Background: an optimization exercise with open tools, aiming at small area, a short achievable clock period and few clock cycles per item. Do not read the settings as production practice. No functional check of the RTL was part of any run shown here. Power figures rest on the tool's default switching activity, not on a simulated workload.

**flow/design.v**
```verilog
package mapu_nxn_pkg;
  localparam logic [1:0] OP_ENC_ADD       = 2'd0;
  localparam logic [1:0] OP_ENC_SUB       = 2'd1;
  localparam logic [1:0] OP_ENC_MUL       = 2'd2;
  localparam logic [1:0] OP_ENC_TRANSPOSE = 2'd3;
  typedef enum logic [1:0] {
    OP_ADD       = OP_ENC_ADD,
    OP_SUB       = OP_ENC_SUB,
    OP_MUL       = OP_ENC_MUL,
    OP_TRANSPOSE = OP_ENC_TRANSPOSE
  } mapu_op_e;
endpackage
import mapu_nxn_pkg::*;
module mapu_nxn_mac_lane (
  input  logic [15:0] a,
  input  logic [15:0] b,
  input  logic [15:0] acc,
  input  logic        cin,
  output logic [15:0] sum,
  output logic        cout,
  output logic        hi,
  output logic        h
);
  logic [15:0] pp [16];
  logic [15:0] bo;
  logic [15:0] x, y;
  always_comb begin
    for (int i = 0; i < 16; i++)
      for (int j = 0; j < 16; j++)
        pp[i][j] = a[i] & b[j];
  end
  always_comb begin
    bo[15] = b[15];
    for (int m = 14; m >= 0; m--) bo[m] = bo[m+1] | b[m];
  end
  always_comb begin
    h = 1'b0;
    for (int i = 1; i < 16; i++) h = h | (a[i] & bo[16-i]);
  end
  logic hs1;
  logic hc2;
  logic fs3;
  logic fc4;
  logic hs5;
  logic hc6;
  logic fs7;
  logic fc8;
  logic fs9;
  logic fc10;
  logic hs11;
  logic hc12;
  logic fs13;
  logic fc14;
  logic fs15;
  logic fc16;
  logic fs17;
  logic fc18;
  logic hs19;
  logic hc20;
  logic hs21;
  logic hc22;
  logic fs23;
  logic fc24;
  logic hs25;
  logic hc26;
  logic fs27;
  logic fc28;
  logic fs29;
  logic fc30;
  logic hs31;
  logic hc32;
  logic fs33;
  logic fc34;
  logic fs35;
  logic fc36;
  logic fs37;
  logic fc38;
  logic hs39;
  logic hc40;
  logic fs41;
  logic fc42;
  logic fs43;
  logic fc44;
  logic fs45;
  logic fc46;
  logic fs47;
  logic fc48;
  logic fs49;
  logic fc50;
  logic fs51;
  logic fc52;
  logic fs53;
  logic fc54;
  logic fs55;
  logic fc56;
  logic fs57;
  logic fc58;
  logic fs59;
  logic fc60;
  logic fs61;
  logic fc62;
  logic fs63;
  logic fc64;
  logic fs65;
  logic fc66;
  logic fs67;
  logic fc68;
  logic fs69;
  logic fc70;
  logic fs71;
  logic fc72;
  logic hs73;
  logic hc74;
  logic fs75;
  logic fc76;
  logic hs77;
  logic hc78;
  logic fs79;
  logic fc80;
  logic fs81;
  logic fc82;
  logic hs83;
  logic hc84;
  logic fs85;
  logic fc86;
  logic fs87;
  logic fc88;
  logic fs89;
  logic fc90;
  logic fs91;
  logic fc92;
  logic fs93;
  logic fc94;
  logic fs95;
  logic fc96;
  logic fs97;
  logic fc98;
  logic fs99;
  logic fc100;
  logic fs101;
  logic fc102;
  logic fs103;
  logic fc104;
  logic fs105;
  logic fc106;
  logic fs107;
  logic fc108;
  logic fs109;
  logic fc110;
  logic fs111;
  logic fc112;
  logic fs113;
  logic fc114;
  logic fs115;
  logic fc116;
  logic fs117;
  logic fc118;
  logic fs119;
  logic fc120;
  logic fs121;
  logic fc122;
  logic fs123;
  logic fc124;
  logic fs125;
  logic fc126;
  logic fs127;
  logic fc128;
  logic fs129;
  logic fc130;
  logic fs131;
  logic fc132;
  logic hs133;
  logic hc134;
  logic fs135;
  logic fc136;
  logic hs137;
  logic hc138;
  logic fs139;
  logic fc140;
  logic fs141;
  logic fc142;
  logic fs143;
  logic fc144;
  logic fs145;
  logic fc146;
  logic fs147;
  logic fc148;
  logic fs149;
  logic fc150;
  logic fs151;
  logic fc152;
  logic fs153;
  logic fc154;
  logic fs155;
  logic fc156;
  logic fs157;
  logic fc158;
  logic fs159;
  logic fc160;
  logic fs161;
  logic fc162;
  logic fs163;
  logic fc164;
  logic fs165;
  logic fc166;
  logic fs167;
  logic fc168;
  logic fs169;
  logic fc170;
  logic fs171;
  logic fc172;
  logic fs173;
  logic fc174;
  logic fs175;
  logic fc176;
  logic fs177;
  logic fc178;
  logic fs179;
  logic fc180;
  logic fs181;
  logic fc182;
  logic hs183;
  logic hc184;
  logic fs185;
  logic fc186;
  logic fs187;
  logic fc188;
  logic fs189;
  logic fc190;
  logic fs191;
  logic fc192;
  logic fs193;
  logic fc194;
  logic fs195;
  logic fc196;
  logic fs197;
  logic fc198;
  logic fs199;
  logic fc200;
  logic fs201;
  logic fc202;
  logic fs203;
  logic fc204;
  logic fs205;
  logic fc206;
  logic fs207;
  logic fc208;
  logic fs209;
  logic fc210;
  logic hs211;
  logic hc212;
  logic fs213;
  logic fc214;
  logic fs215;
  logic fc216;
  logic fs217;
  logic fc218;
  logic fs219;
  logic fc220;
  logic fs221;
  logic fc222;
  logic fs223;
  logic fc224;
  logic fs225;
  logic fc226;
  logic fs227;
  logic fc228;
  logic fs229;
  logic fc230;
  logic fs231;
  logic fc232;
  logic fs233;
  logic fc234;
  logic fs235;
  logic fc236;
  logic fs237;
  logic fc238;
  logic fs239;
  logic fc240;
  logic fs241;
  logic fc242;
  assign hs1 = pp[0][12] ^ pp[1][11];
  assign hc2 = pp[0][12] & pp[1][11];
  assign {fc4, fs3} = {1'b0, pp[0][13]} + {1'b0, pp[1][12]} + {1'b0, pp[2][11]};
  assign hs5 = pp[3][10] ^ pp[4][9];
  assign hc6 = pp[3][10] & pp[4][9];
  assign {fc8, fs7} = {1'b0, pp[0][14]} + {1'b0, pp[1][13]} + {1'b0, pp[2][12]};
  assign {fc10, fs9} = {1'b0, pp[3][11]} + {1'b0, pp[4][10]} + {1'b0, pp[5][9]};
  assign hs11 = pp[6][8] ^ pp[7][7];
  assign hc12 = pp[6][8] & pp[7][7];
  assign {fc14, fs13} = {1'b0, pp[0][15]} + {1'b0, pp[1][14]} + {1'b0, pp[2][13]};
  assign {fc16, fs15} = {1'b0, pp[3][12]} + {1'b0, pp[4][11]} + {1'b0, pp[5][10]};
  assign {fc18, fs17} = {1'b0, pp[6][9]} + {1'b0, pp[7][8]} + {1'b0, pp[8][7]};
  assign hs19 = pp[9][6] ^ pp[10][5];
  assign hc20 = pp[9][6] & pp[10][5];
  assign hs21 = pp[0][8] ^ pp[1][7];
  assign hc22 = pp[0][8] & pp[1][7];
  assign {fc24, fs23} = {1'b0, pp[0][9]} + {1'b0, pp[1][8]} + {1'b0, pp[2][7]};
  assign hs25 = pp[3][6] ^ pp[4][5];
  assign hc26 = pp[3][6] & pp[4][5];
  assign {fc28, fs27} = {1'b0, pp[0][10]} + {1'b0, pp[1][9]} + {1'b0, pp[2][8]};
  assign {fc30, fs29} = {1'b0, pp[3][7]} + {1'b0, pp[4][6]} + {1'b0, pp[5][5]};
  assign hs31 = pp[6][4] ^ pp[7][3];
  assign hc32 = pp[6][4] & pp[7][3];
  assign {fc34, fs33} = {1'b0, pp[0][11]} + {1'b0, pp[1][10]} + {1'b0, pp[2][9]};
  assign {fc36, fs35} = {1'b0, pp[3][8]} + {1'b0, pp[4][7]} + {1'b0, pp[5][6]};
  assign {fc38, fs37} = {1'b0, pp[6][5]} + {1'b0, pp[7][4]} + {1'b0, pp[8][3]};
  assign hs39 = pp[9][2] ^ pp[10][1];
  assign hc40 = pp[9][2] & pp[10][1];
  assign {fc42, fs41} = {1'b0, hs1} + {1'b0, pp[2][10]} + {1'b0, pp[3][9]};
  assign {fc44, fs43} = {1'b0, pp[4][8]} + {1'b0, pp[5][7]} + {1'b0, pp[6][6]};
  assign {fc46, fs45} = {1'b0, pp[7][5]} + {1'b0, pp[8][4]} + {1'b0, pp[9][3]};
  assign {fc48, fs47} = {1'b0, pp[10][2]} + {1'b0, pp[11][1]} + {1'b0, pp[12][0]};
  assign {fc50, fs49} = {1'b0, hc2} + {1'b0, fs3} + {1'b0, hs5};
  assign {fc52, fs51} = {1'b0, pp[5][8]} + {1'b0, pp[6][7]} + {1'b0, pp[7][6]};
  assign {fc54, fs53} = {1'b0, pp[8][5]} + {1'b0, pp[9][4]} + {1'b0, pp[10][3]};
  assign {fc56, fs55} = {1'b0, pp[11][2]} + {1'b0, pp[12][1]} + {1'b0, pp[13][0]};
  assign {fc58, fs57} = {1'b0, fc4} + {1'b0, hc6} + {1'b0, fs7};
  assign {fc60, fs59} = {1'b0, fs9} + {1'b0, hs11} + {1'b0, pp[8][6]};
  assign {fc62, fs61} = {1'b0, pp[9][5]} + {1'b0, pp[10][4]} + {1'b0, pp[11][3]};
  assign {fc64, fs63} = {1'b0, pp[12][2]} + {1'b0, pp[13][1]} + {1'b0, pp[14][0]};
  assign {fc66, fs65} = {1'b0, fc8} + {1'b0, fc10} + {1'b0, hc12};
  assign {fc68, fs67} = {1'b0, fs13} + {1'b0, fs15} + {1'b0, fs17};
  assign {fc70, fs69} = {1'b0, hs19} + {1'b0, pp[11][4]} + {1'b0, pp[12][3]};
  assign {fc72, fs71} = {1'b0, pp[13][2]} + {1'b0, pp[14][1]} + {1'b0, pp[15][0]};
  assign hs73 = pp[0][5] ^ pp[1][4];
  assign hc74 = pp[0][5] & pp[1][4];
  assign {fc76, fs75} = {1'b0, pp[0][6]} + {1'b0, pp[1][5]} + {1'b0, pp[2][4]};
  assign hs77 = pp[3][3] ^ pp[4][2];
  assign hc78 = pp[3][3] & pp[4][2];
  assign {fc80, fs79} = {1'b0, pp[0][7]} + {1'b0, pp[1][6]} + {1'b0, pp[2][5]};
  assign {fc82, fs81} = {1'b0, pp[3][4]} + {1'b0, pp[4][3]} + {1'b0, pp[5][2]};
  assign hs83 = pp[6][1] ^ pp[7][0];
  assign hc84 = pp[6][1] & pp[7][0];
  assign {fc86, fs85} = {1'b0, hs21} + {1'b0, pp[2][6]} + {1'b0, pp[3][5]};
  assign {fc88, fs87} = {1'b0, pp[4][4]} + {1'b0, pp[5][3]} + {1'b0, pp[6][2]};
  assign {fc90, fs89} = {1'b0, pp[7][1]} + {1'b0, pp[8][0]} + {1'b0, acc[8]};
  assign {fc92, fs91} = {1'b0, hc22} + {1'b0, fs23} + {1'b0, hs25};
  assign {fc94, fs93} = {1'b0, pp[5][4]} + {1'b0, pp[6][3]} + {1'b0, pp[7][2]};
  assign {fc96, fs95} = {1'b0, pp[8][1]} + {1'b0, pp[9][0]} + {1'b0, acc[9]};
  assign {fc98, fs97} = {1'b0, fc24} + {1'b0, hc26} + {1'b0, fs27};
  assign {fc100, fs99} = {1'b0, fs29} + {1'b0, hs31} + {1'b0, pp[8][2]};
  assign {fc102, fs101} = {1'b0, pp[9][1]} + {1'b0, pp[10][0]} + {1'b0, acc[10]};
  assign {fc104, fs103} = {1'b0, fc28} + {1'b0, fc30} + {1'b0, hc32};
  assign {fc106, fs105} = {1'b0, fs33} + {1'b0, fs35} + {1'b0, fs37};
  assign {fc108, fs107} = {1'b0, hs39} + {1'b0, pp[11][0]} + {1'b0, acc[11]};
  assign {fc110, fs109} = {1'b0, fc34} + {1'b0, fc36} + {1'b0, fc38};
  assign {fc112, fs111} = {1'b0, hc40} + {1'b0, fs41} + {1'b0, fs43};
  assign {fc114, fs113} = {1'b0, fs45} + {1'b0, fs47} + {1'b0, acc[12]};
  assign {fc116, fs115} = {1'b0, fc42} + {1'b0, fc44} + {1'b0, fc46};
  assign {fc118, fs117} = {1'b0, fc48} + {1'b0, fs49} + {1'b0, fs51};
  assign {fc120, fs119} = {1'b0, fs53} + {1'b0, fs55} + {1'b0, acc[13]};
  assign {fc122, fs121} = {1'b0, fc50} + {1'b0, fc52} + {1'b0, fc54};
  assign {fc124, fs123} = {1'b0, fc56} + {1'b0, fs57} + {1'b0, fs59};
  assign {fc126, fs125} = {1'b0, fs61} + {1'b0, fs63} + {1'b0, acc[14]};
  assign {fc128, fs127} = {1'b0, fc58} + {1'b0, fc60} + {1'b0, fc62};
  assign {fc130, fs129} = {1'b0, fc64} + {1'b0, fs65} + {1'b0, fs67};
  assign {fc132, fs131} = {1'b0, fs69} + {1'b0, fs71} + {1'b0, acc[15]};
  assign hs133 = pp[0][3] ^ pp[1][2];
  assign hc134 = pp[0][3] & pp[1][2];
  assign {fc136, fs135} = {1'b0, pp[0][4]} + {1'b0, pp[1][3]} + {1'b0, pp[2][2]};
  assign hs137 = pp[3][1] ^ pp[4][0];
  assign hc138 = pp[3][1] & pp[4][0];
  assign {fc140, fs139} = {1'b0, hs73} + {1'b0, pp[2][3]} + {1'b0, pp[3][2]};
  assign {fc142, fs141} = {1'b0, pp[4][1]} + {1'b0, pp[5][0]} + {1'b0, acc[5]};
  assign {fc144, fs143} = {1'b0, hc74} + {1'b0, fs75} + {1'b0, hs77};
  assign {fc146, fs145} = {1'b0, pp[5][1]} + {1'b0, pp[6][0]} + {1'b0, acc[6]};
  assign {fc148, fs147} = {1'b0, fc76} + {1'b0, hc78} + {1'b0, fs79};
  assign {fc150, fs149} = {1'b0, fs81} + {1'b0, hs83} + {1'b0, acc[7]};
  assign {fc152, fs151} = {1'b0, fc80} + {1'b0, fc82} + {1'b0, hc84};
  assign {fc154, fs153} = {1'b0, fs85} + {1'b0, fs87} + {1'b0, fs89};
  assign {fc156, fs155} = {1'b0, fc86} + {1'b0, fc88} + {1'b0, fc90};
  assign {fc158, fs157} = {1'b0, fs91} + {1'b0, fs93} + {1'b0, fs95};
  assign {fc160, fs159} = {1'b0, fc92} + {1'b0, fc94} + {1'b0, fc96};
  assign {fc162, fs161} = {1'b0, fs97} + {1'b0, fs99} + {1'b0, fs101};
  assign {fc164, fs163} = {1'b0, fc98} + {1'b0, fc100} + {1'b0, fc102};
  assign {fc166, fs165} = {1'b0, fs103} + {1'b0, fs105} + {1'b0, fs107};
  assign {fc168, fs167} = {1'b0, fc104} + {1'b0, fc106} + {1'b0, fc108};
  assign {fc170, fs169} = {1'b0, fs109} + {1'b0, fs111} + {1'b0, fs113};
  assign {fc172, fs171} = {1'b0, fc110} + {1'b0, fc112} + {1'b0, fc114};
  assign {fc174, fs173} = {1'b0, fs115} + {1'b0, fs117} + {1'b0, fs119};
  assign {fc176, fs175} = {1'b0, fc116} + {1'b0, fc118} + {1'b0, fc120};
  assign {fc178, fs177} = {1'b0, fs121} + {1'b0, fs123} + {1'b0, fs125};
  assign {fc180, fs179} = {1'b0, fc122} + {1'b0, fc124} + {1'b0, fc126};
  assign {fc182, fs181} = {1'b0, fs127} + {1'b0, fs129} + {1'b0, fs131};
  assign hs183 = pp[0][2] ^ pp[1][1];
  assign hc184 = pp[0][2] & pp[1][1];
  assign {fc186, fs185} = {1'b0, hs133} + {1'b0, pp[2][1]} + {1'b0, pp[3][0]};
  assign {fc188, fs187} = {1'b0, hc134} + {1'b0, fs135} + {1'b0, hs137};
  assign {fc190, fs189} = {1'b0, fc136} + {1'b0, hc138} + {1'b0, fs139};
  assign {fc192, fs191} = {1'b0, fc140} + {1'b0, fc142} + {1'b0, fs143};
  assign {fc194, fs193} = {1'b0, fc144} + {1'b0, fc146} + {1'b0, fs147};
  assign {fc196, fs195} = {1'b0, fc148} + {1'b0, fc150} + {1'b0, fs151};
  assign {fc198, fs197} = {1'b0, fc152} + {1'b0, fc154} + {1'b0, fs155};
  assign {fc200, fs199} = {1'b0, fc156} + {1'b0, fc158} + {1'b0, fs159};
  assign {fc202, fs201} = {1'b0, fc160} + {1'b0, fc162} + {1'b0, fs163};
  assign {fc204, fs203} = {1'b0, fc164} + {1'b0, fc166} + {1'b0, fs167};
  assign {fc206, fs205} = {1'b0, fc168} + {1'b0, fc170} + {1'b0, fs171};
  assign {fc208, fs207} = {1'b0, fc172} + {1'b0, fc174} + {1'b0, fs175};
  assign {fc210, fs209} = {1'b0, fc176} + {1'b0, fc178} + {1'b0, fs179};
  assign hs211 = pp[0][0] ^ acc[0];
  assign hc212 = pp[0][0] & acc[0];
  assign {fc214, fs213} = {1'b0, pp[0][1]} + {1'b0, pp[1][0]} + {1'b0, acc[1]};
  assign {fc216, fs215} = {1'b0, hs183} + {1'b0, pp[2][0]} + {1'b0, acc[2]};
  assign {fc218, fs217} = {1'b0, hc184} + {1'b0, fs185} + {1'b0, acc[3]};
  assign {fc220, fs219} = {1'b0, fc186} + {1'b0, fs187} + {1'b0, acc[4]};
  assign {fc222, fs221} = {1'b0, fc188} + {1'b0, fs189} + {1'b0, fs141};
  assign {fc224, fs223} = {1'b0, fc190} + {1'b0, fs191} + {1'b0, fs145};
  assign {fc226, fs225} = {1'b0, fc192} + {1'b0, fs193} + {1'b0, fs149};
  assign {fc228, fs227} = {1'b0, fc194} + {1'b0, fs195} + {1'b0, fs153};
  assign {fc230, fs229} = {1'b0, fc196} + {1'b0, fs197} + {1'b0, fs157};
  assign {fc232, fs231} = {1'b0, fc198} + {1'b0, fs199} + {1'b0, fs161};
  assign {fc234, fs233} = {1'b0, fc200} + {1'b0, fs201} + {1'b0, fs165};
  assign {fc236, fs235} = {1'b0, fc202} + {1'b0, fs203} + {1'b0, fs169};
  assign {fc238, fs237} = {1'b0, fc204} + {1'b0, fs205} + {1'b0, fs173};
  assign {fc240, fs239} = {1'b0, fc206} + {1'b0, fs207} + {1'b0, fs177};
  assign {fc242, fs241} = {1'b0, fc208} + {1'b0, fs209} + {1'b0, fs181};
  assign x = {fc240, fc238, fc236, fc234, fc232, fc230, fc228, fc226, fc224, fc222, fc220, fc218, fc216, fc214, hc212, hs211};
  assign y = {fs241, fs239, fs237, fs235, fs233, fs231, fs229, fs227, fs225, fs223, fs221, fs219, fs217, fs215, fs213, cin};
  logic [15:0] pg, pp_, gg0;
  assign pg = x & y;
  assign pp_ = x ^ y;
  logic sg0_1, sp0_1;
  assign sg0_1 = pg[1] | (pp_[1] & pg[0]);
  assign sp0_1 = pp_[1] & pp_[0];
  logic sg0_3, sp0_3;
  assign sg0_3 = pg[3] | (pp_[3] & pg[2]);
  assign sp0_3 = pp_[3] & pp_[2];
  logic sg0_5, sp0_5;
  assign sg0_5 = pg[5] | (pp_[5] & pg[4]);
  assign sp0_5 = pp_[5] & pp_[4];
  logic sg0_7, sp0_7;
  assign sg0_7 = pg[7] | (pp_[7] & pg[6]);
  assign sp0_7 = pp_[7] & pp_[6];
  logic sg0_9, sp0_9;
  assign sg0_9 = pg[9] | (pp_[9] & pg[8]);
  assign sp0_9 = pp_[9] & pp_[8];
  logic sg0_11, sp0_11;
  assign sg0_11 = pg[11] | (pp_[11] & pg[10]);
  assign sp0_11 = pp_[11] & pp_[10];
  logic sg0_13, sp0_13;
  assign sg0_13 = pg[13] | (pp_[13] & pg[12]);
  assign sp0_13 = pp_[13] & pp_[12];
  logic sg0_15, sp0_15;
  assign sg0_15 = pg[15] | (pp_[15] & pg[14]);
  assign sp0_15 = pp_[15] & pp_[14];
  logic sg1_2, sp1_2;
  assign sg1_2 = pg[2] | (pp_[2] & sg0_1);
  assign sp1_2 = pp_[2] & sp0_1;
  logic sg1_3, sp1_3;
  assign sg1_3 = sg0_3 | (sp0_3 & sg0_1);
  assign sp1_3 = sp0_3 & sp0_1;
  logic sg1_6, sp1_6;
  assign sg1_6 = pg[6] | (pp_[6] & sg0_5);
  assign sp1_6 = pp_[6] & sp0_5;
  logic sg1_7, sp1_7;
  assign sg1_7 = sg0_7 | (sp0_7 & sg0_5);
  assign sp1_7 = sp0_7 & sp0_5;
  logic sg1_10, sp1_10;
  assign sg1_10 = pg[10] | (pp_[10] & sg0_9);
  assign sp1_10 = pp_[10] & sp0_9;
  logic sg1_11, sp1_11;
  assign sg1_11 = sg0_11 | (sp0_11 & sg0_9);
  assign sp1_11 = sp0_11 & sp0_9;
  logic sg1_14, sp1_14;
  assign sg1_14 = pg[14] | (pp_[14] & sg0_13);
  assign sp1_14 = pp_[14] & sp0_13;
  logic sg1_15, sp1_15;
  assign sg1_15 = sg0_15 | (sp0_15 & sg0_13);
  assign sp1_15 = sp0_15 & sp0_13;
  logic sg2_4, sp2_4;
  assign sg2_4 = pg[4] | (pp_[4] & sg1_3);
  assign sp2_4 = pp_[4] & sp1_3;
  logic sg2_5, sp2_5;
  assign sg2_5 = sg0_5 | (sp0_5 & sg1_3);
  assign sp2_5 = sp0_5 & sp1_3;
  logic sg2_6, sp2_6;
  assign sg2_6 = sg1_6 | (sp1_6 & sg1_3);
  assign sp2_6 = sp1_6 & sp1_3;
  logic sg2_7, sp2_7;
  assign sg2_7 = sg1_7 | (sp1_7 & sg1_3);
  assign sp2_7 = sp1_7 & sp1_3;
  logic sg2_12, sp2_12;
  assign sg2_12 = pg[12] | (pp_[12] & sg1_11);
  assign sp2_12 = pp_[12] & sp1_11;
  logic sg2_13, sp2_13;
  assign sg2_13 = sg0_13 | (sp0_13 & sg1_11);
  assign sp2_13 = sp0_13 & sp1_11;
  logic sg2_14, sp2_14;
  assign sg2_14 = sg1_14 | (sp1_14 & sg1_11);
  assign sp2_14 = sp1_14 & sp1_11;
  logic sg2_15, sp2_15;
  assign sg2_15 = sg1_15 | (sp1_15 & sg1_11);
  assign sp2_15 = sp1_15 & sp1_11;
  logic sg3_8, sp3_8;
  assign sg3_8 = pg[8] | (pp_[8] & sg2_7);
  assign sp3_8 = pp_[8] & sp2_7;
  logic sg3_9, sp3_9;
  assign sg3_9 = sg0_9 | (sp0_9 & sg2_7);
  assign sp3_9 = sp0_9 & sp2_7;
  logic sg3_10, sp3_10;
  assign sg3_10 = sg1_10 | (sp1_10 & sg2_7);
  assign sp3_10 = sp1_10 & sp2_7;
  logic sg3_11, sp3_11;
  assign sg3_11 = sg1_11 | (sp1_11 & sg2_7);
  assign sp3_11 = sp1_11 & sp2_7;
  logic sg3_12, sp3_12;
  assign sg3_12 = sg2_12 | (sp2_12 & sg2_7);
  assign sp3_12 = sp2_12 & sp2_7;
  logic sg3_13, sp3_13;
  assign sg3_13 = sg2_13 | (sp2_13 & sg2_7);
  assign sp3_13 = sp2_13 & sp2_7;
  logic sg3_14, sp3_14;
  assign sg3_14 = sg2_14 | (sp2_14 & sg2_7);
  assign sp3_14 = sp2_14 & sp2_7;
  logic sg3_15, sp3_15;
  assign sg3_15 = sg2_15 | (sp2_15 & sg2_7);
  assign sp3_15 = sp2_15 & sp2_7;
  assign sum = {pp_[15] ^ sg3_14, pp_[14] ^ sg3_13, pp_[13] ^ sg3_12, pp_[12] ^ sg3_11, pp_[11] ^ sg3_10, pp_[10] ^ sg3_9, pp_[9] ^ sg3_8, pp_[8] ^ sg2_7, pp_[7] ^ sg2_6, pp_[6] ^ sg2_5, pp_[5] ^ sg2_4, pp_[4] ^ sg1_3, pp_[3] ^ sg1_2, pp_[2] ^ sg0_1, pp_[1] ^ pg[0], pp_[0]};
  assign cout = sg3_15;
  assign hi = fc14 | fc16 | fc18 | hc20 | fc66 | fc68 | fc70 | fc72 | fc128 | fc130 | fc132 | fc180 | fc182 | fc210 | fc242;
endmodule
module mapu_nxn_row_unit
#(
  parameter int DATA_WIDTH = 16,
  parameter int N          = 4,
  parameter int SATURATE   = 0
) (
  input  logic                      mul,
  input  logic                      sub,
  input  logic [N*DATA_WIDTH-1:0]   a_lane,    
  input  logic [N*DATA_WIDTH-1:0]   b_row,
  input  logic [N*DATA_WIDTH-1:0]   acc_row,
  output logic [N*DATA_WIDTH-1:0]   res_row,
  output logic [N-1:0]              cout,      
  output logic [N-1:0]              of_c1,     
  output logic [N-1:0]              of_c0      
);
  localparam int DW = DATA_WIDTH;
  logic [N-1:0] hi, h;
  for (genvar c = 0; c < N; c++) begin : g_lane
    mapu_nxn_mac_lane u_lane (
      .a     (a_lane[c*DW +: DW]),
      .b     (b_row[c*DW +: DW]),
      .acc   (acc_row[c*DW +: DW]),
      .cin   (sub),
      .sum   (res_row[c*DW +: DW]),
      .cout  (cout[c]),
      .hi    (hi[c]),
      .h     (h[c])
    );
    assign of_c1[c] = ~sub | h[c];
    assign of_c0[c] = (hi[c] ^ sub) | h[c];
  end
endmodule
import mapu_nxn_pkg::*;
module mapu_nxn
#(
  parameter int DATA_WIDTH = 16,
  parameter int N          = 4,
  parameter int SATURATE   = 0
) (
  input  logic                     clk,
  input  logic                     reset_n,
  input  logic                     i_en,
  input  logic [1:0]               i_op,
  output logic                     o_of,
  input  logic                     i_vld,
  output logic                     o_rdy,
  input  logic [N*DATA_WIDTH-1:0]  i_row,
  output logic                     o_vld,
  input  logic                     i_rdy,
  output logic [N*DATA_WIDTH-1:0]  o_row
);
  localparam int DW = DATA_WIDTH;
  localparam int RW = N * DW;
  localparam int IW = $clog2(N);
  localparam logic [IW-1:0] LAST = IW'(N - 1);
  logic [RW-1:0] a_q [N];
  logic [RW-1:0] c_q [N];
  logic [RW-1:0] r_q;
  logic [DW-1:0] ae_q [N];    
  logic [RW-1:0] ae_lanes;
  logic          selt_q;      
  logic          selc_q;      
  logic          sela_q;      
  logic          sub_q;       
  logic [N-1:0]  of_q;        
  logic [N-1:0]  of_out_q;    
  logic [IW:0]   in_cnt_q, in_cnt_d;    
  logic [1:0]    in_op_q, in_op_d;
  logic          r_vld_q, r_vld_d;
  logic [IW-1:0] r_k_q, r_k_d;
  logic [1:0]    r_op_q, r_op_d;
  logic [IW-1:0] pass_q, pass_d;        
  logic          t_pend_q, t_pend_d;    
  logic          c_own_q, c_own_d;      
  logic          c_vld_q, c_vld_d;      
  logic [IW-1:0] out_q, out_d;
  logic          rdy_q, rdy_d;
  logic          lock_q, lock_d;        
  logic in_a, take, deliver, c_free, step, copy, r_mul, r_last, op_done, a_shift;
  logic r_k0, r_k3, c_ok, lock_ok;
  logic take_dp, shift_dp, c_free_dp, step_dp, copy_dp, c_ok_dp, lock_ok_dp, op_done_dp;
  logic [N-1:0]  of_next;
  logic [RW-1:0] a_head_d;
  logic [RW-1:0] acc_row;
  logic [RW-1:0] a_col;
  logic [RW-1:0] alu_row;
  logic [N-1:0]  alu_cout, alu_of1, alu_of0, of_keep;
  assign in_a    = ~in_cnt_q[IW];
  assign r_mul   = (r_op_q == OP_ENC_MUL);
  assign r_last  = ~r_mul | (pass_q == LAST);
  assign take    = i_en & i_vld & rdy_q;
  assign deliver = i_en & c_vld_q & i_rdy;
  assign c_free  = ~c_vld_q | (deliver & (out_q == LAST));
  assign r_k0    = r_mul & (r_k_q == '0);
  assign r_k3    = r_mul & (r_k_q == LAST);
  assign c_ok    = ~c_vld_q | (deliver & ((out_q == LAST) | r_k0));
  assign lock_ok = ~(r_k3 & lock_q) | (take & in_a);
  assign step    = r_vld_q & c_ok & lock_ok;
  assign copy    = t_pend_q & c_free;
  assign op_done = step & r_last & (r_k_q == LAST);
  assign a_shift = (take & in_a) | step;
  assign take_dp   = i_vld & rdy_q;
  assign shift_dp  = c_vld_q & i_rdy;
  assign c_free_dp = ~c_vld_q | (i_rdy & (out_q == LAST));
  assign c_ok_dp    = ~c_vld_q | (i_rdy & ((out_q == LAST) | r_k0));
  assign lock_ok_dp = ~(r_k3 & lock_q) | (take_dp & in_a);
  assign step_dp    = r_vld_q & c_ok_dp & lock_ok_dp;
  assign op_done_dp = step_dp & r_last & (r_k_q == LAST);
  assign copy_dp   = t_pend_q & c_free_dp;
  always_comb begin
    in_cnt_d = in_cnt_q;
    in_op_d  = in_op_q;
    r_vld_d  = r_vld_q;
    r_k_d    = r_k_q;
    r_op_d   = r_op_q;
    pass_d   = pass_q;
    t_pend_d = t_pend_q;
    c_own_d  = c_own_q;
    c_vld_d  = c_vld_q;
    out_d    = out_q;
    lock_d   = lock_q;
    if (deliver) begin
      out_d = out_q + 1'b1;
      if (out_q == LAST) c_vld_d = 1'b0;
    end
    if (step) begin
      c_own_d = ~op_done;
      if (r_k3) lock_d = ~r_last & take & in_a;
      pass_d  = r_mul ? pass_q + 1'b1 : '0;
      if (r_last) r_vld_d = 1'b0;
      if (op_done) begin
        c_vld_d = 1'b1;
        out_d   = '0;
      end
    end
    if (copy) begin
      t_pend_d = 1'b0;
      c_vld_d  = 1'b1;
      out_d    = '0;
    end
    if (take) begin
      if (in_cnt_q == '0) in_op_d = i_op;
      if (in_a) begin
        if (in_cnt_q == (IW+1)'(N - 1) && in_op_q == OP_ENC_TRANSPOSE) begin
          in_cnt_d = '0;
          t_pend_d = 1'b1;
        end else begin
          in_cnt_d = in_cnt_q + 1'b1;
        end
      end else begin
        in_cnt_d = in_cnt_q + 1'b1;
        r_vld_d  = 1'b1;
        r_k_d    = in_cnt_q[IW-1:0];
        r_op_d   = in_op_q;
        pass_d   = '0;
      end
    end
    if (!i_en) begin
      in_cnt_d = '0;
      r_vld_d  = 1'b0;
      pass_d   = '0;
      t_pend_d = 1'b0;
      c_own_d  = 1'b0;
      c_vld_d  = 1'b0;
      out_d    = '0;
      lock_d   = 1'b0;
    end
    if (~in_cnt_d[IW])
      rdy_d = ~t_pend_d & (~r_vld_d | (c_own_d & ~c_vld_d &
              (r_op_d != OP_ENC_MUL || pass_d == LAST || r_k_d == LAST)));
    else
      rdy_d = ~r_vld_d | ((r_op_d != OP_ENC_MUL || pass_d == LAST) & ~c_vld_d);
  end
  assign a_head_d = a_shift ? a_q[1] : a_q[0];
  always_comb begin
    for (int c = 0; c < N; c++) a_col[c*DW +: DW] = a_q[c][(N-1)*DW +: DW];
  end
  always_comb begin
    for (int c = 0; c < N; c++) ae_lanes[c*DW +: DW] = ae_q[c];
  end
  assign acc_row  = ({RW{selc_q}} & c_q[0]) | ({RW{sela_q}} & a_q[0]) | ({RW{selt_q}} & a_col);
  mapu_nxn_row_unit #(
    .DATA_WIDTH (DATA_WIDTH),
    .N          (N),
    .SATURATE   (SATURATE)
  ) u_row_unit (
    .mul     (r_mul),
    .sub     (sub_q),
    .a_lane  (ae_lanes),
    .b_row   (r_q),
    .acc_row (acc_row),
    .res_row (alu_row),
    .cout    (alu_cout),
    .of_c1   (alu_of1),
    .of_c0   (alu_of0)
  );
  always_ff @(posedge clk) begin
    if ((take_dp & in_a) | step_dp) begin
      for (int j = 0; j < N - 1; j++) a_q[j] <= a_q[j+1];
      a_q[N-1] <= (take_dp & in_a) ? i_row : a_q[0];
    end
    if (take_dp & ~in_a) r_q <= (in_op_q == OP_ENC_SUB) ? ~i_row : i_row;
    for (int c = 0; c < N; c++)
      ae_q[c] <= t_pend_d ? '0 : (r_op_d == OP_ENC_MUL) ? a_head_d[r_k_d*DW +: DW] :
                 r_vld_d ? DW'(1) : DW'(c);
    selc_q  <= ~t_pend_d & (r_op_d == OP_ENC_MUL) & (r_k_d != '0);
    sela_q  <= ~t_pend_d & (r_op_d != OP_ENC_MUL);
    sub_q   <= ~t_pend_d & (r_op_d == OP_ENC_SUB);
    selt_q  <= t_pend_d;
    if (copy_dp | step_dp | shift_dp) begin
      for (int j = 0; j < N - 1; j++)
        for (int c = 0; c < N; c++)
          c_q[j][c*DW +: DW] <= copy_dp ? a_q[c][j*DW +: DW] : c_q[j+1][c*DW +: DW];
      c_q[N-1] <= alu_row;
    end
    if (step_dp) of_q <= of_next;
    if (copy_dp) of_out_q <= '0;
    else if (op_done_dp) of_out_q <= of_next;
  end
  always_ff @(posedge clk or negedge reset_n) begin
    if (!reset_n) begin
      in_cnt_q <= '0;
      in_op_q  <= OP_ENC_ADD;
      r_vld_q  <= 1'b0;
      r_k_q    <= '0;
      r_op_q   <= OP_ENC_ADD;
      pass_q   <= '0;
      t_pend_q <= 1'b0;
      c_own_q  <= 1'b0;
      c_vld_q  <= 1'b0;
      out_q    <= '0;
      rdy_q    <= 1'b1;
      lock_q   <= 1'b0;
    end else begin
      in_cnt_q <= in_cnt_d;
      in_op_q  <= in_op_d;
      r_vld_q  <= r_vld_d;
      r_k_q    <= r_k_d;
      r_op_q   <= r_op_d;
      pass_q   <= pass_d;
      t_pend_q <= t_pend_d;
      c_own_q  <= c_own_d;
      c_vld_q  <= c_vld_d;
      out_q    <= out_d;
      rdy_q    <= rdy_d;
      lock_q   <= lock_d;
    end
  end
  assign o_rdy = rdy_q;
  assign o_vld = c_vld_q;
  assign o_row = c_q[0];
  assign of_keep = ((r_k_q == '0) & (pass_q == '0)) ? '0 : of_q;
  always_comb begin
    for (int c = 0; c < N; c++)
      of_next[c] = alu_cout[c] ? (of_keep[c] | alu_of1[c]) : (of_keep[c] | alu_of0[c]);
  end
  assign o_of  = |of_out_q;
endmodule
```
**flow/flow/run.sh**
```bash
#!/bin/bash
# Standard ORFS layout (the standard.sh) with two changes: repair_timing aims at a setup
# margin of 11 ns under the design's SDC, and the port buffers are buf_2 cells.
bash standard.sh SETUP_SLACK_MARGIN=11 "BUFFER_PORTS_ARGS=-buffer_cell sky130_fd_sc_hd__buf_2" finish > standard.log 2>&1
```
**flow/standard.sh**
```bash
#!/bin/bash
# synth_recipe.tcl (not shown) runs the flow's synth.tcl, then flattens the netlist and writes it again
# the make line also repeats each setting of config.mk as NAME=value (left out here)
make -C /OpenROAD-flow-scripts/flow DESIGN_CONFIG=/design/flow/config.mk WORK_HOME=/design/flow/orfs CLKGATE_MAP_FILE= SYNTH_SCRIPT=/design/flow/synth_recipe.tcl "${@:-finish}"
```
**flow/config.mk**
```make
export PLATFORM = sky130hd
export DESIGN_NAME = mapu_nxn
export DESIGN_NICKNAME = mapu_nxn
export VERILOG_FILES = /design/flow/design.v
export SDC_FILE = /design/flow/constraint.sdc
export NUM_CORES = 4
export LEC_CHECK = 0
export CAP_MARGIN = 20
export CORE_MARGIN = 2
export CORE_UTILIZATION = 65
export SLEW_MARGIN = 20
```
**flow/constraint.sdc**
```tcl
create_clock -name core_clock -period 16.0 [get_ports {clk}]
set_input_delay 3.2000 -clock core_clock [delete_from_list [all_inputs] [get_ports {clk}]]
set_output_delay 3.2000 -clock core_clock [all_outputs]
set_load 0.01 [all_outputs]
```
==> key figures, run 1 <==
Status
  – Status: finished clean

Synthesis
  – Number of synthesized flops with an enable pin: just under 600
  – Synth top area cells: edfxtp_1 42%, fa_1 21%, mux2_2 6.1%
  – Synth top area share: between 40% and 50%
  – Area leader, netlist: edfxtp_1
  – Cell variety after synth: around 70
  – Syn avg cell area: roughly 12 um^2
  – Synth Instances: 3319
  – Synthesized net count: around 4000
  – Synth warn: 6
  – Post-Synthesis Cell Area: 0.0413 mm^2
  – FF+latch count, synth: roughly 630
  – Async S/R FF share, synth: under 10%
  – Seq/Total Area, Yosys: ~45%
  – Top_reg_cell synth: edfxtp_1

GRT
  – M3 GR Usage: between 10% and 20%
  – Met2 usage in global routing: between 60% and 70%
  – Layer with the highest usage: met2
  – Vias in the first global route: about 30000
  – Total global-route track usage: roughly 41%
  – GRT Residual Overflow: 0
  – Global-route wire length before repair: around 200 mm
  – Largest net degree at the start of global routing: between 150 and 200
  – Met1 Use GR: a little over half
  – Initial antenna violation count: 9

Final layout
  – Most frequent cells in the layout: 580 x edfxtp_1, 539 x nand2_1, 409 x fa_1
  – Layout cells sized above 1: between 20% and 30%
  – Commonest non-fill, non-tap cell in the layout: edfxtp_1
  – Fin nets: 4178
  – Layout area overhead: 15.7%
  – Filler cell count: 4056

Setup path
  – CP required: 16510 ps
  – Reg-to-reg startpoint: selc_q
  – Crit. End Element: flip-flop
  – Arr. time, crit path: ~6000 ps
  – Critical path capture point: of_out_q[1]
  – R2R Setup Slk: 10530 ps
  – RR Endpoint: of_out_q[1]
  – R2r worst-path depth: 15
  – Crit Path Category: reg2reg
  – CP Max Fanout: 11
  – Critical path origin: selc_q
  – Crit start category: flip-flop

Power and ir drop
  – VDD IR-drop max: about 0.13 mV
  – Power per Cell Area: approximately 140 mW/mm^2
  – Leak: about 18 nW

Timing
  – Worst slew margin: roughly 6.6%
  – Max Fclk: around 180 MHz
  – Worst slew pin tran: between 1000 and 1500 ps
  – Final setup vio count: 0
  – Final-report hold violation count: 0
  – Clock skew: roughly 31 ps
  – Worst Slack Setup Final: between 10000 and 15000 ps
  – Fin crit share: 34.2%
  – Final min period: roughly 5500 ps
  – Final Max Slew Viols: 0
  – RSZ-0062 raised after global routing: yes
  – Setup TNS: 0 ps

Clocking
  – Clk slew on worst S/H paths: 70 ps
  – Clock sinks: about 630
  – Clock buffer depth: 3
  – Clock latency on the worst-skew pair: around 630 ps
  – Cts hold-fix bufs: 0
  – CTS Buf Count: 67
  – CTS Root Cell: clkbuf_16
  – H-tree levels: 3
  – CTS tree: built

Hold path
  – Hold crit path type: reg2reg

Placed design
  – Number of I/O port buffers: about 140
  – Global placement routability congestion: around 0.95
  – DP HPWL: around 88 mm
  – Place WS: 8040 ps

Floorplan
  – Row count: just over 90
  – Core area: 0.0630 mm^2
  – IO Count: 138
  – Die X: about 260 um
  – Initial Util: roughly two thirds
  – Die height: 256 um
  – Total Die Area: ~0.066 mm^2

Route
  – Via density: 6.58
  – Final ANT Viol Nets: 0
  – DRC: 0
  – Post-Route WL: approximately 140 mm
  – 1st-iter DRT viols: about 4300
  – Total vias in the final route: about 29000
  – TritonRoute pass-1 iters: 8
  – Routed length per instance: between 30 and 40 um

Run
  – # Max-Cap Violations: 0
==> registers in the layout (all words and copies together), names as in the netlist, 2 cells and up <==
| name | flops |
|---|---|
| a_q | 256 |
| c_q | 256 |
| r_q | 64 |
| ae_q | 18 |
| of_out_q | 4 |
| of_q | 4 |
| in_cnt_q | 3 |
| in_op_q | 2 |
| out_q | 2 |
| pass_q | 2 |
| r_k_q | 2 |
| r_op_q | 2 |
==> cells by family (layout without fill, tap and decap cells) <==
group / after synthesis / in the layout / synth area share, %
flops: 625 / 625 / 44.5
xor+xnor: 106 / 106 / 2.25
other cells: 0 / 5 / 0
compound gates: 249 / 249 / 4.62
fa+ha+maj: 566 / 566 / 25.1
mux: 284 / 284 / 7.62
buf+inv: 543 / 814 / 4.97
simple gates: 946 / 948 / 10.9
==> final cells by class <==
| type | count | area, um^2 | area share [%] |
|---|---|---|---|
| Tap cell | 846 | 1060 | 2.21 |
| Clock inverter | 32 | 339 | 0.709 |
| Timing Repair inverter | 3 | 15.0 | 0.0314 |
| Multi-Input combinational cell | 2153 | 21600 | 45.1 |
| Inverter | 366 | 1380 | 2.89 |
| Antenna cell | 5 | 12.5 | 0.0262 |
| Sequential cell | 625 | 18500 | 38.6 |
| Timing Repair Buffer | 325 | 3200 | 6.70 |
| Clock buffer | 88 | 1810 | 3.78 |
==> synth_stat cells (4+ instances only) <==
cell type	count
clkbuf_1	148
nand2b_1	11
or4_4	5
edfxtp_1	580
nand4_1	5
a21o_1	13
buf_1	19
or3_1	8
a222oi_1	67
o21bai_1	4
mux2_2	224
o21ai_0	25
mux2i_1	57
a31oi_1	10
buf_2	8
o211ai_1	11
nor4_1	17
or2_2	4
a21oi_1	38
o31ai_1	4
a211oi_1	10
dfxtp_1	26
nor3b_1	4
o22ai_1	15
and4b_1	4
dfrtp_1	18
inv_1	366
nor2_1	50
and3_1	9
xnor2_1	81
nor4b_1	4
nor2b_1	9
nand2_1	548
xor2_1	25
nand3_1	12
and2_1	229
ha_1	126
o21a_1	11
fa_1	440
nor3_1	11
or4_1	6
a21boi_0	5
==> stage by stage <==
stage / instances / total power [mW] / hold slack, ps / util [%] / area [um^2]
3_5_place_dp: 4159 / 4.52 / 430 / 68.0 / 42800
4_1_cts: 4391 / 6.40 / 434 / 74.7 / 47000
5_1_grt: 4440 / 7.06 / 449 / 76.0 / 47800
3_3_place_gp: 4159 / 4.45 / 426 / 68.0 / 42800
2_1_floorplan: 3319 / 3.81 / 422 / - / 41500
6_report: 4443 / 6.74 / 444 / 76.0 / 47800
==> worst max-delay path, cell delays in order (launching register included) <==
cell and delay, ps:
dfxtp_4 380, buf_16 170, a222oi_1 790, fa_1 580, fa_2 390, fa_1 470
fa_1 500, inv_1 60, ha_4 320, nand2_4 80, nor2_1 100, nand3b_1 220
a311oi_4 370, o21ai_1 100, a2111o_1 570, o21ba_2 230
==> per-layer routing <==
layer,vias up,share of wire [%]
li1,11700,-
met1,14700,34
met2,2281,44
met3,533,15
met4,4,7.0
met5,-,0.023
==> worst min-delay path by stage <==
| stage | cells after the start | slack [ps] | from | to |
|---|---|---|---|---|
| after global placement | 0 | 430 | a_q[2][33] | a_q[1][33] |
| after detailed placement | 0 | 430 | a_q[2][6] | a_q[1][6] |
| final | 0 | 440 | a_q[3][34] | a_q[2][34] |
| after global routing | 0 | 450 | a_q[2][41] | a_q[1][41] |
| after floorplan | 0 | 420 | a_q[2][0] | a_q[1][0] |
| after CTS | 0 | 430 | a_q[2][30] | a_q[1][30] |
==> what timing repair did <==
| item | CTS | global route |
|---|---|---|
| gates cloned | 14 | 9 |
| setup buffers | 98 | 36 |
| endpoints found under the setup margin | 537 | 335 |
| gates resized for setup | 173 | 74 |
| pin swaps | 78 | 68 |
==> power breakdown <==
group	switching, mW	total [mW]	internal, mW
combinational	1.72	3.07	1.35
sequential	0.0946	2.11	2.02
clock	0.679	1.56	0.885
total	2.49	6.74	4.25
==> run 2, diff against run 1 <==
--- a/flow/design.v
+++ b/flow/design.v
@@ -582,5 +582,4 @@
   logic [DW-1:0] ae_q [N];    
   logic [RW-1:0] ae_lanes;
-  logic          selt_q;      
   logic          selc_q;      
   logic          sela_q;      
@@ -702,5 +701,5 @@
     for (int c = 0; c < N; c++) ae_lanes[c*DW +: DW] = ae_q[c];
   end
-  assign acc_row  = ({RW{selc_q}} & c_q[0]) | ({RW{sela_q}} & a_q[0]) | ({RW{selt_q}} & a_col);
+  assign acc_row  = ({RW{selc_q}} & c_q[0]) | ({RW{sela_q}} & a_q[0]);
   mapu_nxn_row_unit #(
     .DATA_WIDTH (DATA_WIDTH),
@@ -730,10 +729,9 @@
     sela_q  <= ~t_pend_d & (r_op_d != OP_ENC_MUL);
     sub_q   <= ~t_pend_d & (r_op_d == OP_ENC_SUB);
-    selt_q  <= t_pend_d;
     if (copy_dp | step_dp | shift_dp) begin
       for (int j = 0; j < N - 1; j++)
         for (int c = 0; c < N; c++)
           c_q[j][c*DW +: DW] <= copy_dp ? a_q[c][j*DW +: DW] : c_q[j+1][c*DW +: DW];
-      c_q[N-1] <= alu_row;
+      c_q[N-1] <= copy_dp ? a_col : alu_row;
     end
     if (step_dp) of_q <= of_next;
--- a/flow/config.mk
+++ b/flow/config.mk
@@ -8,4 +8,4 @@
 export CAP_MARGIN = 20
 export CORE_MARGIN = 2
-export CORE_UTILIZATION = 65
+export CORE_UTILIZATION = 60
 export SLEW_MARGIN = 20
==> key figures, run 2 <==
Status
  – Status: finished clean

Route
  – Post-Route WL: about 150 mm
  – Via density: a little over 6
  – Total vias in the final route: between 30000 and 40000
  – TritonRoute pass-1 iters: 6
  – DRC: 0
  – Routed length per instance: slightly below 30 um
  – Final ANT Viol Nets: 0
  – 1st-iter DRT viols: 4509

GRT
  – Global-route wire length before repair: roughly 210 mm
  – Total global-route track usage: between 40% and 50%
  – Vias in the first global route: 32000
  – Largest net degree at the start of global routing: around 210
  – Initial antenna violation count: 5
  – GRT Residual Overflow: 0

Floorplan
  – IO Count: 138
  – Die height: ~270 um
  – Total Die Area: 0.0717 mm^2
  – Die X: between 200 and 300 um
  – Row count: between 90 and 100
  – Core area: around 0.07 mm^2
  – Initial Util: around three fifths

Power and ir drop
  – Power per Cell Area: about 190 mW/mm^2
  – VDD IR-drop max: between 0.15 and 0.2 mV
  – Leak: 19.9 nW

Setup path
  – Reg-to-reg startpoint: sela_q
  – Worst path slowest cell: a22oi_1
  – Top delay family on crit path: adder cells
  – CP most frequent cell: fa_1
  – CP Buf/Inv Count: 3
  – R2R Setup Slk: 10560 ps
  – CP required: 16400 ps
  – Crit Path Category: reg2reg
  – Worst path cell trace: buf_16 -> a22oi_1 -> fa_1 -> fa_1 -> fa_1 -> fa_1 -> inv_1 -> ha_1 -> nand3_1 -> nand2_2 -> o31a_1 -> buf_6 -> o31ai_4
  – Crit. End Element: flip-flop
  – Critical path origin: sela_q
  – Arr. time, crit path: 5840 ps
  – Crit start category: flip-flop
  – Largest stage delay, worst path: between 900 and 1000 ps
  – CP Max Fanout: 21

Synthesis
  – Synthesized net count: between 4000 and 5000
  – Seq/Total Area, Yosys: 44.1%
  – Synth Instances: 3986
  – FF+latch count, synth: 624
  – Async S/R FF share, synth: under 10%
  – Synth top area share: about two fifths
  – Post-synthesis mux area share: 0.159%
  – Commonest cells post-synth: 1330 x nand2_1, 580 x edfxtp_1, 440 x fa_1
  – Syn avg cell area: approximately 10 um^2
  – Synth warn: 6
  – Synth Area in Adders: between 20% and 30%
  – Compound-Gate Fraction of Synth Area: 5.07%
  – Xor/xnor share of the synthesized area: between 2 and 2.5%
  – Post-Synthesis Cell Area: 0.0417 mm^2
  – Cell variety after synth: 68
  – Area leader, netlist: edfxtp_1
  – Synth Area in Simple Gates: 18.6%
  – Number of synthesized flops with an enable pin: 580
  – Count leader, synth: nand2_1
  – Top_reg_cell synth: edfxtp_1
  – Synth top area cells: edfxtp_1 42%, fa_1 21%, nand2_1 12%
  – Main combinational cell family by area after synthesis: adder cells

Final layout
  – Biggest regs: a_q (256), c_q (256), r_q (64)
  – Commonest non-fill, non-tap cell in the layout: nand2_1
  – Final instance area: 0.0494 mm^2
  – Layout area overhead: 18.5%
  – Layout cells sized above 1: between 10% and 20%
  – Most frequent cells in the layout: 1319 x nand2_1, 580 x edfxtp_1, 384 x fa_1
  – Fin nets: slightly below 5000

Placed design
  – Global placement routability congestion: just under 1
  – Number of I/O port buffers: 137
  – DP HPWL: approximately 96 mm
  – Post-DP Area: between 0.04 and 0.05 mm^2

Clocking
  – CTS Buf Count: 70
  – Clock latency on the worst-skew pair: roughly 660 ps
  – H-tree levels: 3
  – CTS tree: built
  – Clock sinks: approximately 620
  – CTS Root Cell: clkbuf_16
  – Cts hold-fix bufs: 0
  – Clk slew on worst S/H paths: about 60 ps
  – Clock buffer depth: 3

Hold path
  – Hold crit path type: reg2reg
  – Hold_sp: a_q[2][21]

Timing
  – RSZ-0062 raised after global routing: yes
  – Fin crit share: between 30% and 40%
  – Worst slew pin tran: 1140 ps
  – Clock skew: 55.4 ps
  – Fin Hold WS: about 430 ps
  – Final Max Slew Viols: 0
  – Final setup vio count: 0
  – Setup TNS: 0 ps
  – Worst slew margin: between 20% and 30%
  – Final min period: ~5400 ps
  – Final-report hold violation count: 0
  – Max Fclk: around 180 MHz

Run
  – # Max-Cap Violations: 0
-- run 2: logic make-up (layout without fill, tap and decap cells) --
group / count (synthesis) / in the layout
flip-flops: 624 / 624
other: 0 / 4
multiplexers: 6 / 6
adder cells (fa/ha/maj): 566 / 566
buffers and inverters: 564 / 866
AO/OA/AOI/OAI: 327 / 327
XOR/XNOR: 101 / 101
AND/OR/NAND/NOR: 1798 / 1804
-- run 2: repair_timing --
action	4_1_cts	5_1_grt
pin swaps	40	105
endpoints found under the setup margin	433	61
buffers inserted	129	64
resized for setup	156	194
gates cloned	20	9
-- run 2: through the flow --
stage | total power, mW | util [%] | cells | worst slack [ps]
global placement | 5.92 | 62.9 | 4878 | 8770
floorplan | 4.52 | - | 3986 | 9260
CTS | 8.17 | 69.7 | 5152 | 10840
finish | 9.17 | 72.0 | 5229 | 10560
global route | 9.54 | 72.0 | 5225 | 10590
detailed placement | 5.95 | 62.9 | 4878 | 8690
-- run 2: power breakdown --
part / total (mW) / leakage [nW] / switching (mW) / internal [mW]
Sequential: 2.17 / 5.90 / 0.0981 / 2.07
Combinational: 5.36 / 12.9 / 3.12 / 2.24
Clock: 1.64 / 1.12 / 0.720 / 0.921
-- run 2: cell type report --
type	instances	area [um^2]
clock inverter	44	507
multi-input combinational	2804	22600
clock buffer	81	1800
antenna	4	10.0
timing repair buffer	394	3650
sequential	624	18400
tap	931	1160
inverter	347	1320
fill	4876	19300
-- run 2: layer usage --
layer | part of all wire (%) | up-vias | global-route usage, % | routed length (um)
met4 | 5.5 | 8 | 17.0 | 8350
met2 | 42 | 2509 | 58.2 | 63000
met1 | 37 | 16200 | 60.1 | 55700
met5 | 0.032 | - | 0 | 48
met3 | 16 | 538 | 15.5 | 24600
li1 | - | 13400 | - | -
-- run 2: path summary, 6_finish.rpt --
path,to,depth (start not counted)
min in group asynchronous,out_q[1],1
max in group asynchronous,rdy_q,1
hold reg to reg,a_q[1][21],0
setup reg to reg,c_q[3][31],13
setup / recovery,c_q[3][31],13
hold / removal,a_q[1][21],0
==> run 3, diff against run 2 <==
==> flow/flow/run.sh (replaced) <==
#!/bin/bash
# Standard ORFS layout (the standard.sh) with two changes: repair_timing aims at a setup
# margin of 10.7 ns under the design's SDC, and the port buffers are buf_2 cells.
bash standard.sh SETUP_SLACK_MARGIN=10.7 "BUFFER_PORTS_ARGS=-buffer_cell sky130_fd_sc_hd__buf_2" finish > standard.log 2>&1
==> key figures, run 3 <==
Status
  – Status: finished clean

Timing
  – Setup TNS: 0 ps
  – Worst slew margin: approximately a quarter
  – RSZ-0062 raised after global routing: yes
  – Final Max Slew Viols: 0
  – Fin crit share: 33.7%
  – Max Fclk: roughly 190 MHz
  – Worst slew pin tran: approximately 1100 ps
  – Final min period: about 5400 ps
  – Final-report hold violation count: 0
  – Fin Hold WS: ~450 ps
  – Worst Slack Setup Final: roughly 11000 ps
  – Clock skew: roughly 30 ps
  – Final setup vio count: 0

Floorplan
  – Die height: between 200 and 300 um
  – IO Count: approximately 140
  – Total Die Area: 0.0717 mm^2
  – Row count: 96
  – Core area: 0.0687 mm^2
  – Die X: about 270 um
  – Initial Util: roughly three fifths

Synthesis
  – Area leader, netlist: edfxtp_1
  – Commonest cells post-synth: 1330 x nand2_1, 580 x edfxtp_1, 440 x fa_1
  – Synth warn: 6
  – Async S/R FF share, synth: under 10%
  – FF+latch count, synth: 624
  – Synth top area share: 41.7%
  – Synth top area cells: edfxtp_1 42%, fa_1 21%, nand2_1 12%
  – Synthesized net count: around 4600
  – Top_reg_cell synth: edfxtp_1
  – Number of synthesized flops with an enable pin: 580
  – Count leader, synth: nand2_1
  – Seq/Total Area, Yosys: ~44%
  – Post-Synthesis Cell Area: between 0.04 and 0.05 mm^2
  – Cell variety after synth: 68
  – Syn avg cell area: approximately 10 um^2
  – Synth Instances: roughly 4000

Route
  – Via density: approximately 6.2
  – Total vias in the final route: about 32000
  – Post-Route WL: ~150 mm
  – Final ANT Viol Nets: 0
  – DRC: 0
  – Routed length per instance: roughly 29 um
  – TritonRoute pass-1 iters: 6
  – 1st-iter DRT viols: between 4000 and 5000

Final layout
  – Layout area overhead: 16.5%
  – Layout cells sized above 1: 15.0%
  – Fin nets: 4839
  – Most frequent cells in the layout: 1328 x nand2_1, 580 x edfxtp_1, 417 x fa_1
  – Commonest non-fill, non-tap cell in the layout: nand2_1
  – Biggest regs: a_q (256), c_q (256), r_q (64)
  – Final Util: between 70% and 80%

Power and ir drop
  – Power per Cell Area: between 150 and 200 mW/mm^2
  – Tot Pwr: around 9 mW
  – VDD IR-drop max: ~0.18 mV
  – Leak: between 15 and 20 nW

Setup path
  – CP Max Fanout: 6
  – Arr. time, crit path: about 5900 ps
  – Crit start category: flip-flop
  – Crit Path Category: reg2reg
  – R2R Setup Slk: 10600 ps
  – CP required: 16500 ps
  – R2r worst-path depth: 18
  – Reg-to-reg startpoint: ae_q[1][2]
  – RR Endpoint: of_out_q[1]
  – Crit. End Element: flip-flop

GRT
  – Largest net degree at the start of global routing: ~180
  – GRT Residual Overflow: 0
  – Vias in the first global route: between 30000 and 40000
  – Initial antenna violation count: 15
  – Global-route wire length before repair: ~210 mm
  – Total global-route track usage: a little over two fifths

Placed design
  – DP HPWL: between 90 and 100 mm
  – Global placement routability congestion: 0.956
  – Number of I/O port buffers: 137
  – Place WS: 8970 ps

Clocking
  – CTS Root Cell: clkbuf_16
  – Clock latency on the worst-skew pair: 620 ps
  – Clock sinks: roughly 620
  – CTS tree: built
  – H-tree levels: 3
  – CTS Buf Count: between 60 and 70
  – Clock buffer depth: 3
  – Clk slew on worst S/H paths: roughly 60 ps

Hold path
  – Hold crit path type: reg2reg
  – Hold_sp: a_q[2][57]
  – Hold Path Sink: a_q[1][57]
  – Worst Hold Depth: 0

Run
  – # Max-Cap Violations: 0
run 3: cell counts after synthesis:
No cell type changed its count.
run 3: final cells by class:
| class | instances | area (um^2) |
|---|---|---|
| diodes | 7 | 17.5 |
| clock buffers | 81 | 1810 |
| clock inverters | 45 | 601 |
| fillers | 5071 | 20100 |
| inverters | 347 | 1320 |
| multi-input cells | 2805 | 22100 |
| flip-flops and latches | 624 | 18400 |
| well taps | 931 | 1160 |
| repair buffers | 356 | 3140 |
run 3: kinds of logic (layout without fill, tap and decap cells):
family                   Yosys count  count (layout)  share of synthesized area, %
XOR/XNOR                         101             101                          2.12
other                              0               7                             0
adder cells (fa/ha/maj)          566             566                          24.9
AND/OR/NAND/NOR                 1798            1805                          18.6
flip-flops                       624             624                          44.1
buffers and inverters            564             829                          5.12
AO/OA/AOI/OAI                    327             327                          5.07
multiplexers                       6               6                         0.159
run 3: worst max path at each step:
stage                  end  cells past startpoint  slack (ps)        from
5_1_grt         c_q[3][15]                     18       10500  ae_q[1][2]
2_1_floorplan    c_q[0][0]                      6        9260       i_rdy
4_1_cts         c_q[3][15]                     19       10670  ae_q[1][2]
6_report       of_out_q[1]                     18       10600  ae_q[1][2]
3_5_place_dp    c_q[2][57]                      7        8970       i_vld
3_3_place_gp    c_q[3][25]                      7        9030       i_vld
run 3: where the power goes:
group	switching [mW]	internal, mW
clock network	0.709	1.00
registers	0.0989	2.07
logic	3.04	1.89
run 3: timing repair:
| item | in CTS | in global routing |
|---|---|---|
| hold buffers | 0 | 0 |
| pin swaps | 25 | 77 |
| buffers inserted | 98 | 62 |
| endpoints found under the setup margin | 627 | 182 |
| gates resized for setup | 117 | 122 |
| gates cloned | 17 | 7 |
run 3: metrics by stage:
| stage | cells | cell area (um^2) |
|---|---|---|
| 2_1_floorplan | 3986 | 41800 |
| 3_3_place_gp | 4878 | 43200 |
| 3_5_place_dp | 4878 | 43200 |
| 4_1_cts | 5119 | 47400 |
| 5_1_grt | 5191 | 48600 |
| 6_report | 5196 | 48600 |
run 3: routing by layer:
| metal | part of all wire (%) | vias to the layer above | global-route usage (%) |
|---|---|---|---|
| li1 | - | 13300 | - |
| met1 | 37 | 16100 | 58.9 |
| met2 | 41 | 2276 | 57.4 |
| met3 | 16 | 518 | 15.0 |
| met4 | 6.0 | 16 | 20.6 |
| met5 | 0.063 | - | 0 |
run 3: critical path, stage by stage, from the launching register on:
cell	delay, ps
dfxtp_4	450
buf_16	160
buf_8	150
nand2_1	90
fa_1	520
fa_2	460
fa_2	390
fa_1	470
fa_1	540
inv_2	60
ha_4	270
and3_4	190
and3_4	180
o211ai_1	240
a21oi_2	290
o31a_1	350
o21a_1	200
o21ai_2	80
o21ba_1	190

## re-timing with driven ports
How much do the figures lean on ideal ports? The routed layouts below were timed once more, with nothing changed but the port constraints.
Step 1, drivers: a clkbuf_16 drives clk and a buf_2 each remaining input, both assumed.
Step 2 adds t to the input delays and takes it off the output delays; t is the mean of the earliest and latest rising clock arrival at the registers after step 1. Input paths then give back, and output paths get back, about the clock's delay inside the block.
Three values: ideal ports, drivers, drivers and shift; two values: the first two.
| run | t (ns) | setup slack, ns | worst setup path after step 2 | worst register clock-pin slew, ns | worst slew at a driven data input, ns |
|---|---|---|---|---|---|
| run 1 | 0.675 | 10.532 / 10.532 / 10.319 | input to register | 0.07 / 0.07 | 0.07 |
| run 2 | 0.701 | 10.564 / 10.564 / 10.302 | input to register | 0.08 / 0.08 | 0.16 |
| run 3 | 0.677 | 10.601 / 10.601 / 10.109 | input to register | 0.07 / 0.07 | 0.10 |
After both steps setup and hold are still met in every run listed. For run 3, which loses most, drivers alone change the setup slack by 0.000 ns; drivers and shift together by -0.492 ns.
